What follows belongs to an exercise in optimizing a design on an open flow for small area; a production flow would make more cautious choices.
RTL that was checked went through simulation tests only; none was proved equivalent to the original.
Power is estimated from default activity; no workload was simulated.

Design hdmi_frame_dma_ctrl, start of the top module:
module hdmi_frame_dma_ctrl
#(
    parameter int unsigned ADDR_WIDTH   = 32,
    parameter int unsigned BURST_LEN    = 16,
    parameter int unsigned BURSTCOUNT_W = 5,
    parameter int unsigned FIFO_DEPTH   = 32
) (
    input  logic                    clk_sys,
    input  logic                    rst_sys_n,
    input  logic                    cfg_enable,
    input  logic [ADDR_WIDTH-1:0]   cfg_start_addr,
    input  logic [29:0]             cfg_words_number,
    input  logic                    frame_sync,
    input  logic [31:0]             st_data,
    input  logic                    st_valid,
    output logic                    st_ready,
    output logic [ADDR_WIDTH-1:0]   avm_address,
    output logic                    avm_write,
    output logic [31:0]             avm_writedata,
    output logic [BURSTCOUNT_W-1:0] avm_burstcount,
    input  logic                    avm_waitrequest,
    output logic                    sts_busy,
    output logic                    sts_frame_done,
    output logic                    sts_overflow
);
Size in the first run: roughly 2400 cells after synthesis, ~0.041 sq mm of cells after synthesis.
==> module hdmi_frame_dma_ctrl, before the edit <==
module hdmi_frame_dma_ctrl
#(
    parameter int unsigned ADDR_WIDTH   = 32,
    parameter int unsigned BURST_LEN    = 16,
    parameter int unsigned BURSTCOUNT_W = 5,
    parameter int unsigned FIFO_DEPTH   = 32
) (
    input  logic                    clk_sys,
    input  logic                    rst_sys_n,
    input  logic                    cfg_enable,
    input  logic [ADDR_WIDTH-1:0]   cfg_start_addr,
    input  logic [29:0]             cfg_words_number,
    input  logic                    frame_sync,
    input  logic [31:0]             st_data,
    input  logic                    st_valid,
    output logic                    st_ready,
    output logic [ADDR_WIDTH-1:0]   avm_address,
    output logic                    avm_write,
    output logic [31:0]             avm_writedata,
    output logic [BURSTCOUNT_W-1:0] avm_burstcount,
    input  logic                    avm_waitrequest,
    output logic                    sts_busy,
    output logic                    sts_frame_done,
    output logic                    sts_overflow
);
    hdmi_dma_pkg::dma_state_e state_r;
    hdmi_dma_pkg::dma_state_e state_next_s;
    logic        started_r;
    logic        abort_r;
    logic        abort_next_s;
    logic        avm_write_r;
    logic        sts_overflow_r;
    logic [29:0] acc_rem_r;
    logic [31:0] addr_r;
    logic [5:0]  wr_ptr_r;
    logic [5:0]  rd_ptr_r;
    logic [5:0]  rd_ptr_next_s;
    logic [5:0]  fifo_count_s;
    logic        capture_s;
    logic        acc_zero_s;
    logic        fifo_empty_s;
    logic        fifo_full_s;
    logic        hi_ne_s;
    logic        push_s;
    logic        pop_s;
    logic        last_beat_s;
    logic        launch_s;
    hdmi_dma_word_fifo #(
        .DEPTH (FIFO_DEPTH)
    ) u_word_fifo (
        .clk_sys (clk_sys),
        .push    (push_s),
        .wr_ptr  (wr_ptr_r[4:0]),
        .wdata   (st_data),
        .rd_ptr_next (rd_ptr_next_s[4:0]),
        .rdata   (avm_writedata)
    );
    assign capture_s    = (state_r == hdmi_dma_pkg::CAPTURE);
    assign acc_zero_s   = (acc_rem_r == 30'd0);
    assign fifo_count_s = wr_ptr_r - rd_ptr_r;
    assign fifo_empty_s = (wr_ptr_r == rd_ptr_r);
    assign fifo_full_s  = (wr_ptr_r[4:0] == rd_ptr_r[4:0]) && (wr_ptr_r[5] != rd_ptr_r[5]);
    assign hi_ne_s      = (wr_ptr_r[5:4] != rd_ptr_r[5:4]);
    assign push_s      = capture_s && !abort_r && !acc_zero_s && !fifo_full_s && st_valid;
    assign pop_s       = avm_write_r && !avm_waitrequest;
    assign rd_ptr_next_s = !capture_s ? 6'd0 : pop_s ? (rd_ptr_r + 6'd1) : rd_ptr_r;
    assign last_beat_s = pop_s && ((rd_ptr_r[3:0] == 4'hF) || (fifo_count_s == 6'd1));
    assign launch_s    = capture_s && !abort_r && cfg_enable && !avm_write_r
                         && (hi_ne_s || (acc_zero_s && !fifo_empty_s));
    always_comb begin
        state_next_s = state_r;
        abort_next_s = 1'b0;
        case (state_r)
            hdmi_dma_pkg::IDLE: begin
                state_next_s = cfg_enable ? hdmi_dma_pkg::ARMED : hdmi_dma_pkg::IDLE;
            end
            hdmi_dma_pkg::ARMED: begin
                if (!cfg_enable) begin
                    state_next_s = hdmi_dma_pkg::IDLE;
                end else if (frame_sync) begin
                    state_next_s = (cfg_words_number == 30'd0) ? hdmi_dma_pkg::DONE : hdmi_dma_pkg::CAPTURE;
                end
            end
            hdmi_dma_pkg::CAPTURE: begin
                if (abort_r || !cfg_enable) begin
                    if (abort_r && !avm_write_r) begin
                        state_next_s = hdmi_dma_pkg::IDLE;
                    end else begin
                        abort_next_s = 1'b1;
                    end
                end else if (acc_zero_s && fifo_empty_s && !avm_write_r) begin
                    state_next_s = hdmi_dma_pkg::DONE;
                end
            end
            default: begin
                if (frame_sync && cfg_enable) begin
                    state_next_s = (cfg_words_number == 30'd0) ? hdmi_dma_pkg::DONE : hdmi_dma_pkg::CAPTURE;
                end else if (cfg_enable) begin
                    state_next_s = hdmi_dma_pkg::ARMED;
                end else begin
                    state_next_s = hdmi_dma_pkg::IDLE;
                end
            end
        endcase
    end
    always_ff @(posedge clk_sys or negedge rst_sys_n) begin
        if (!rst_sys_n) begin
            state_r        <= hdmi_dma_pkg::IDLE;
            started_r      <= 1'b0;
            avm_write_r    <= 1'b0;
            sts_overflow_r <= 1'b0;
        end else begin
            state_r   <= state_next_s;
            started_r <= 1'b1;
            if (launch_s) begin
                avm_write_r <= 1'b1;
            end else if (last_beat_s) begin
                avm_write_r <= 1'b0;
            end
            if (!cfg_enable) begin
                sts_overflow_r <= 1'b0;
            end else if (capture_s && frame_sync) begin
                sts_overflow_r <= 1'b1;
            end
        end
    end
    always_ff @(posedge clk_sys) begin
        abort_r  <= abort_next_s;
        rd_ptr_r <= rd_ptr_next_s;
        if (!capture_s) begin
            acc_rem_r       <= cfg_words_number;
            addr_r[31:6]    <= cfg_start_addr[31:6];
            wr_ptr_r        <= 6'd0;
        end else begin
            acc_rem_r       <= acc_rem_r - 30'(push_s);
            addr_r[31:6]    <= addr_r[31:6] + 26'(last_beat_s);
            wr_ptr_r        <= wr_ptr_r + 6'(push_s);
        end
        if (!capture_s) begin
            addr_r[5:0] <= cfg_start_addr[5:0];
        end
    end
    assign st_ready       = started_r && !(capture_s && !abort_r && !acc_zero_s && fifo_full_s);
    assign avm_write      = avm_write_r;
    assign avm_address    = addr_r;
    assign avm_burstcount = hi_ne_s ? 5'd16 : {1'b0, wr_ptr_r[3:0]};
    assign sts_busy       = state_r[1];
    assign sts_frame_done = (state_r == hdmi_dma_pkg::DONE);
    assign sts_overflow   = sts_overflow_r;
endmodule
==> flow/config.mk <==
export PLATFORM = sky130hd
export DESIGN_NAME = hdmi_frame_dma_ctrl
export DESIGN_NICKNAME = hdmi_frame_dma_ctrl
export VERILOG_FILES = /design/flow/design.v
export SDC_FILE = /design/flow/constraint.sdc
export NUM_CORES = 4
export LEC_CHECK = 0
export CAP_MARGIN = 20
export CORE_AREA = 2.3 2.72 347.3 345.44
export DIE_AREA = 0 0 349.66 349.66
export SLEW_MARGIN = 20
==> flow/constraint.sdc <==
create_clock -name core_clock -period 10.0 [get_ports {clk_sys}]
set_input_delay 2.0000 -clock core_clock [delete_from_list [all_inputs] [get_ports {clk_sys}]]
set_output_delay 2.0000 -clock core_clock [all_outputs]
set_load 0.01 [all_outputs]
standard.sh (not shown) runs the stock make flow with config.mk's settings and CLKGATE_MAP_FILE= SYNTH_SCRIPT=/design/flow/synth_recipe.tcl, a recipe that flattens the netlist after the stock synthesis.
==> flow/flow/run.sh <==
#!/bin/bash
# The standard layout, with minimum-size port buffers and a clock tree
# of few, large leaf clusters and no dummy loads.
set -euo pipefail
export BUFFER_PORTS_ARGS="-buffer_cell sky130_fd_sc_hd__buf_1"
export CTS_ARGS="-sink_clustering_enable -repair_clock_nets -dont_use_dummy_load -buf_list {sky130_fd_sc_hd__clkbuf_8 sky130_fd_sc_hd__clkbuf_16} -sink_clustering_size 30 -sink_clustering_max_diameter 60"
bash standard.sh > standard_sh.log 2>&1
Then changed:
--- a/flow/design.v
+++ b/flow/design.v
@@ -84,11 +84,11 @@
     logic [29:0] acc_rem_r;
     logic [31:0] addr_r;
     logic [5:0]  wr_ptr_r;
     logic [5:0]  rd_ptr_r;
     logic [5:0]  rd_ptr_next_s;
-    logic [5:0]  fifo_count_s;
+    logic [5:0]  rd_ptr_inc_s;
     logic        capture_s;
     logic        acc_zero_s;
     logic        fifo_empty_s;
     logic        fifo_full_s;
     logic        hi_ne_s;
@@ -106,18 +106,18 @@
         .rd_ptr_next (rd_ptr_next_s[4:0]),
         .rdata   (avm_writedata)
     );
     assign capture_s    = (state_r == hdmi_dma_pkg::CAPTURE);
     assign acc_zero_s   = (acc_rem_r == 30'd0);
-    assign fifo_count_s = wr_ptr_r - rd_ptr_r;
     assign fifo_empty_s = (wr_ptr_r == rd_ptr_r);
     assign fifo_full_s  = (wr_ptr_r[4:0] == rd_ptr_r[4:0]) && (wr_ptr_r[5] != rd_ptr_r[5]);
     assign hi_ne_s      = (wr_ptr_r[5:4] != rd_ptr_r[5:4]);
     assign push_s      = capture_s && !abort_r && !acc_zero_s && !fifo_full_s && st_valid;
     assign pop_s       = avm_write_r && !avm_waitrequest;
-    assign rd_ptr_next_s = !capture_s ? 6'd0 : pop_s ? (rd_ptr_r + 6'd1) : rd_ptr_r;
-    assign last_beat_s = pop_s && ((rd_ptr_r[3:0] == 4'hF) || (fifo_count_s == 6'd1));
+    assign rd_ptr_inc_s  = rd_ptr_r + 6'd1;
+    assign rd_ptr_next_s = !capture_s ? 6'd0 : pop_s ? rd_ptr_inc_s : rd_ptr_r;
+    assign last_beat_s = pop_s && (rd_ptr_inc_s[3:0] == avm_burstcount[3:0]);
     assign launch_s    = capture_s && !abort_r && cfg_enable && !avm_write_r
                          && (hi_ne_s || (acc_zero_s && !fifo_empty_s));
     always_comb begin
         state_next_s = state_r;
         abort_next_s = 1'b0;
Outcome:
- worst hold slack gains 6.0 ps
- non-clock buffer count decreases by 1
- power goes down by 2.0%
- register-to-register slack is worse by 50 ps
- clock-buffer cell count decreases by 11
- die area stays the same
- via count goes up by 0.68%
- synthesized area barely changes
- design area came out lower by 0.58%
- cell count is lower by 0.31%
- maximum frequency is lower by 0.63%
No functional check of the RTL was part of the first run of this note.


## the baseline
The RTL this note starts from:
==> flow/design.v <==
package hdmi_dma_pkg;
    typedef enum logic [1:0] {
        IDLE    = 2'd0,
        ARMED   = 2'd1,
        CAPTURE = 2'd2,
        DONE    = 2'd3
    } dma_state_e;
    localparam int unsigned BYTES_PER_WORD = 4;
    localparam int unsigned WORDS_NUMBER_W = 30;
    function automatic logic [31:0] min(input logic [31:0] a, input logic [31:0] b);
        logic [31:0] r;
        if (a < b) begin
            r = a;
        end else begin
            r = b;
        end
        min = r;
    endfunction
endpackage
module hdmi_dma_word_fifo #(
    parameter  int unsigned DEPTH = 32,
    localparam int unsigned AW    = $clog2(DEPTH)
) (
    input  logic          clk_sys,
    input  logic          push,
    input  logic [AW-1:0] wr_ptr,
    input  logic [31:0]   wdata,
    input  logic [AW-1:0] rd_ptr_next,
    output logic [31:0]   rdata
);
    logic [31:0]    mem_r [DEPTH];
    logic [DEPTH-1:0] rd_sel_r;
    always_ff @(posedge clk_sys) begin
        for (int i = 0; i < DEPTH; i++) begin
            if (push && (wr_ptr == AW'(i))) begin
                mem_r[i] <= wdata;
            end
        end
    end
    always_ff @(posedge clk_sys) begin
        for (int i = 0; i < DEPTH; i++) begin
            rd_sel_r[i] <= (rd_ptr_next == AW'(i));
        end
    end
    always_comb begin
        rdata = '0;
        for (int i = 0; i < DEPTH; i++) begin
            rdata = rdata | ({32{rd_sel_r[i]}} & mem_r[i]);
        end
    end
endmodule
module hdmi_frame_dma_ctrl
#(
    parameter int unsigned ADDR_WIDTH   = 32,
    parameter int unsigned BURST_LEN    = 16,
    parameter int unsigned BURSTCOUNT_W = 5,
    parameter int unsigned FIFO_DEPTH   = 32
) (
    input  logic                    clk_sys,
    input  logic                    rst_sys_n,
    input  logic                    cfg_enable,
    input  logic [ADDR_WIDTH-1:0]   cfg_start_addr,
    input  logic [29:0]             cfg_words_number,
    input  logic                    frame_sync,
    input  logic [31:0]             st_data,
    input  logic                    st_valid,
    output logic                    st_ready,
    output logic [ADDR_WIDTH-1:0]   avm_address,
    output logic                    avm_write,
    output logic [31:0]             avm_writedata,
    output logic [BURSTCOUNT_W-1:0] avm_burstcount,
    input  logic                    avm_waitrequest,
    output logic                    sts_busy,
    output logic                    sts_frame_done,
    output logic                    sts_overflow
);
    hdmi_dma_pkg::dma_state_e state_r;
    hdmi_dma_pkg::dma_state_e state_next_s;
    logic        started_r;
    logic        abort_r;
    logic        abort_next_s;
    logic        avm_write_r;
    logic        sts_overflow_r;
    logic [29:0] acc_rem_r;
    logic [31:0] addr_r;
    logic [5:0]  wr_ptr_r;
    logic [5:0]  rd_ptr_r;
    logic [5:0]  rd_ptr_next_s;
    logic [5:0]  fifo_count_s;
    logic        capture_s;
    logic        acc_zero_s;
    logic        fifo_empty_s;
    logic        fifo_full_s;
    logic        hi_ne_s;
    logic        push_s;
    logic        pop_s;
    logic        last_beat_s;
    logic        launch_s;
    hdmi_dma_word_fifo #(
        .DEPTH (FIFO_DEPTH)
    ) u_word_fifo (
        .clk_sys (clk_sys),
        .push    (push_s),
        .wr_ptr  (wr_ptr_r[4:0]),
        .wdata   (st_data),
        .rd_ptr_next (rd_ptr_next_s[4:0]),
        .rdata   (avm_writedata)
    );
    assign capture_s    = (state_r == hdmi_dma_pkg::CAPTURE);
    assign acc_zero_s   = (acc_rem_r == 30'd0);
    assign fifo_count_s = wr_ptr_r - rd_ptr_r;
    assign fifo_empty_s = (wr_ptr_r == rd_ptr_r);
    assign fifo_full_s  = (wr_ptr_r[4:0] == rd_ptr_r[4:0]) && (wr_ptr_r[5] != rd_ptr_r[5]);
    assign hi_ne_s      = (wr_ptr_r[5:4] != rd_ptr_r[5:4]);
    assign push_s      = capture_s && !abort_r && !acc_zero_s && !fifo_full_s && st_valid;
    assign pop_s       = avm_write_r && !avm_waitrequest;
    assign rd_ptr_next_s = !capture_s ? 6'd0 : pop_s ? (rd_ptr_r + 6'd1) : rd_ptr_r;
    assign last_beat_s = pop_s && ((rd_ptr_r[3:0] == 4'hF) || (fifo_count_s == 6'd1));
    assign launch_s    = capture_s && !abort_r && cfg_enable && !avm_write_r
                         && (hi_ne_s || (acc_zero_s && !fifo_empty_s));
    always_comb begin
        state_next_s = state_r;
        abort_next_s = 1'b0;
        case (state_r)
            hdmi_dma_pkg::IDLE: begin
                state_next_s = cfg_enable ? hdmi_dma_pkg::ARMED : hdmi_dma_pkg::IDLE;
            end
            hdmi_dma_pkg::ARMED: begin
                if (!cfg_enable) begin
                    state_next_s = hdmi_dma_pkg::IDLE;
                end else if (frame_sync) begin
                    state_next_s = (cfg_words_number == 30'd0) ? hdmi_dma_pkg::DONE : hdmi_dma_pkg::CAPTURE;
                end
            end
            hdmi_dma_pkg::CAPTURE: begin
                if (abort_r || !cfg_enable) begin
                    if (abort_r && !avm_write_r) begin
                        state_next_s = hdmi_dma_pkg::IDLE;
                    end else begin
                        abort_next_s = 1'b1;
                    end
                end else if (acc_zero_s && fifo_empty_s && !avm_write_r) begin
                    state_next_s = hdmi_dma_pkg::DONE;
                end
            end
            default: begin
                if (frame_sync && cfg_enable) begin
                    state_next_s = (cfg_words_number == 30'd0) ? hdmi_dma_pkg::DONE : hdmi_dma_pkg::CAPTURE;
                end else if (cfg_enable) begin
                    state_next_s = hdmi_dma_pkg::ARMED;
                end else begin
                    state_next_s = hdmi_dma_pkg::IDLE;
                end
            end
        endcase
    end
    always_ff @(posedge clk_sys or negedge rst_sys_n) begin
        if (!rst_sys_n) begin
            state_r        <= hdmi_dma_pkg::IDLE;
            started_r      <= 1'b0;
            avm_write_r    <= 1'b0;
            sts_overflow_r <= 1'b0;
        end else begin
            state_r   <= state_next_s;
            started_r <= 1'b1;
            if (launch_s) begin
                avm_write_r <= 1'b1;
            end else if (last_beat_s) begin
                avm_write_r <= 1'b0;
            end
            if (!cfg_enable) begin
                sts_overflow_r <= 1'b0;
            end else if (capture_s && frame_sync) begin
                sts_overflow_r <= 1'b1;
            end
        end
    end
    always_ff @(posedge clk_sys) begin
        abort_r  <= abort_next_s;
        rd_ptr_r <= rd_ptr_next_s;
        if (!capture_s) begin
            acc_rem_r       <= cfg_words_number;
            addr_r[31:6]    <= cfg_start_addr[31:6];
            wr_ptr_r        <= 6'd0;
        end else begin
            acc_rem_r       <= acc_rem_r - 30'(push_s);
            addr_r[31:6]    <= addr_r[31:6] + 26'(last_beat_s);
            wr_ptr_r        <= wr_ptr_r + 6'(push_s);
        end
        if (!capture_s) begin
            addr_r[5:0] <= cfg_start_addr[5:0];
        end
    end
    assign st_ready       = started_r && !(capture_s && !abort_r && !acc_zero_s && fifo_full_s);
    assign avm_write      = avm_write_r;
    assign avm_address    = addr_r;
    assign avm_burstcount = hi_ne_s ? 5'd16 : {1'b0, wr_ptr_r[3:0]};
    assign sts_busy       = state_r[1];
    assign sts_frame_done = (state_r == hdmi_dma_pkg::DONE);
    assign sts_overflow   = sts_overflow_r;
endmodule
export LEC_CHECK = 0
export CAP_MARGIN = 0
export CORE_AREA = 2.3 2.72 347.3 345.44
export DIE_AREA = 0 0 349.66 349.66
export PLACE_DENSITY = 0.8
export SLEW_MARGIN = 0
create_clock -name core_clock -period 10.0 [get_ports {clk_sys}]
==> flow/flow/run.sh <==
#!/bin/bash
# The standard layout, with minimum-size port buffers and a clock tree
# of few, large leaf clusters and no dummy loads.
set -euo pipefail
export BUFFER_PORTS_ARGS="-buffer_cell sky130_fd_sc_hd__buf_1"
export CTS_ARGS="-sink_clustering_enable -repair_clock_nets -dont_use_dummy_load -buf_list {sky130_fd_sc_hd__clkbuf_16} -sink_clustering_size 30 -sink_clustering_max_diameter 60 -sink_buffer_max_cap_derate 1.0"
bash standard.sh > standard_sh.log 2>&1
The baseline completed every stage of the flow, and the final layout passed the timing, DRC and antenna checks.
--- input diff the baseline..the candidate ---
--- a/flow/design.v
+++ b/flow/design.v
@@ -83,13 +83,13 @@
     logic        sts_overflow_r;
     logic [29:0] acc_rem_r;
     logic [31:0] addr_r;
     logic [5:0]  wr_ptr_r;
     logic [5:0]  rd_ptr_r;
     logic [5:0]  rd_ptr_next_s;
-    logic [5:0]  fifo_count_s;
+    logic [5:0]  rd_ptr_inc_s;
     logic        capture_s;
     logic        acc_zero_s;
     logic        fifo_empty_s;
     logic        fifo_full_s;
     logic        hi_ne_s;
     logic        push_s;
@@ -105,20 +105,20 @@
         .wdata   (st_data),
         .rd_ptr_next (rd_ptr_next_s[4:0]),
         .rdata   (avm_writedata)
     );
     assign capture_s    = (state_r == hdmi_dma_pkg::CAPTURE);
     assign acc_zero_s   = (acc_rem_r == 30'd0);
-    assign fifo_count_s = wr_ptr_r - rd_ptr_r;
     assign fifo_empty_s = (wr_ptr_r == rd_ptr_r);
     assign fifo_full_s  = (wr_ptr_r[4:0] == rd_ptr_r[4:0]) && (wr_ptr_r[5] != rd_ptr_r[5]);
     assign hi_ne_s      = (wr_ptr_r[5:4] != rd_ptr_r[5:4]);
     assign push_s      = capture_s && !abort_r && !acc_zero_s && !fifo_full_s && st_valid;
     assign pop_s       = avm_write_r && !avm_waitrequest;
-    assign rd_ptr_next_s = !capture_s ? 6'd0 : pop_s ? (rd_ptr_r + 6'd1) : rd_ptr_r;
-    assign last_beat_s = pop_s && ((rd_ptr_r[3:0] == 4'hF) || (fifo_count_s == 6'd1));
+    assign rd_ptr_inc_s  = rd_ptr_r + 6'd1;
+    assign rd_ptr_next_s = !capture_s ? 6'd0 : pop_s ? rd_ptr_inc_s : rd_ptr_r;
+    assign last_beat_s = pop_s && (rd_ptr_inc_s[3:0] == avm_burstcount[3:0]);
     assign launch_s    = capture_s && !abort_r && cfg_enable && !avm_write_r
                          && (hi_ne_s || (acc_zero_s && !fifo_empty_s));
     always_comb begin
         state_next_s = state_r;
         abort_next_s = 1'b0;
         case (state_r)
Findings:
- The candidate ended up with rd_ptr_r[0]$_DFF_P_ as its start point of the critical path; the baseline ended up with u_word_fifo.rd_sel_r[2]$_DFF_P_.
- Comparing the candidate against the baseline, there is no change at all in number of setup buffers added after CTS.
- The candidate vs. the baseline: proportion of power drawn by flip-flops and latches moved down; post-synthesis share of cell area spent on full adders, half adders and majority gates moved down; layout buffering overhead excluding clock cells level; met3 wire length moved down; cell area level.
- The baseline ended up with sky130_fd_sc_hd__or4_1 as its slowest library cell on the worst path; the candidate ended up with sky130_fd_sc_hd__and3b_2.
- Global-route wire length before repair shrinks slightly when moving from the baseline to the candidate.
Only the layout flow was run in the baseline; the RTL was not checked for function there.

==> re-timing with driven ports <==
The flow's constraints put no driver on any port. The routed layouts listed below were extracted and timed again, unchanged, in two steps.
Step 1 (the two cells are an assumption about what drives the block):
set clk [get_ports {clk_sys}]
set_driving_cell -lib_cell sky130_fd_sc_hd__clkbuf_16 $clk
set_driving_cell -lib_cell sky130_fd_sc_hd__buf_2 [delete_from_list [all_inputs] $clk]
Step 2 times the ports against the registers' clock, not the clock port: input delays grow and output delays shrink by t, the midpoint of the rising clock arrivals with the driver on.
Slacks: ideal ports / drivers / drivers and shift; pairs: ideal ports / drivers.
| run | t (ns) | setup slack, ns | slew at the worst register clock pin (ns) | worst data-port slew with drivers (ns) | cell pins on the clock port's net |
|---|---|---|---|---|---|
| the first run of note 1 | 0.703 | 4.902 / 4.827 / 4.983 | 0.11 / 0.11 | 0.16 | 1 |
| the second run of note 1 | 0.721 | 4.869 / 4.802 / 5.257 | 0.11 / 0.11 | 0.12 | 1 |
| the baseline | 0.686 | 4.914 / 4.849 / 4.969 | 0.11 / 0.11 | 0.17 | 1 |
| the candidate | 0.706 | 4.971 / 4.908 / 5.262 | 0.11 / 0.11 | 0.13 | 1 |
After both steps every run listed still meets setup and hold.
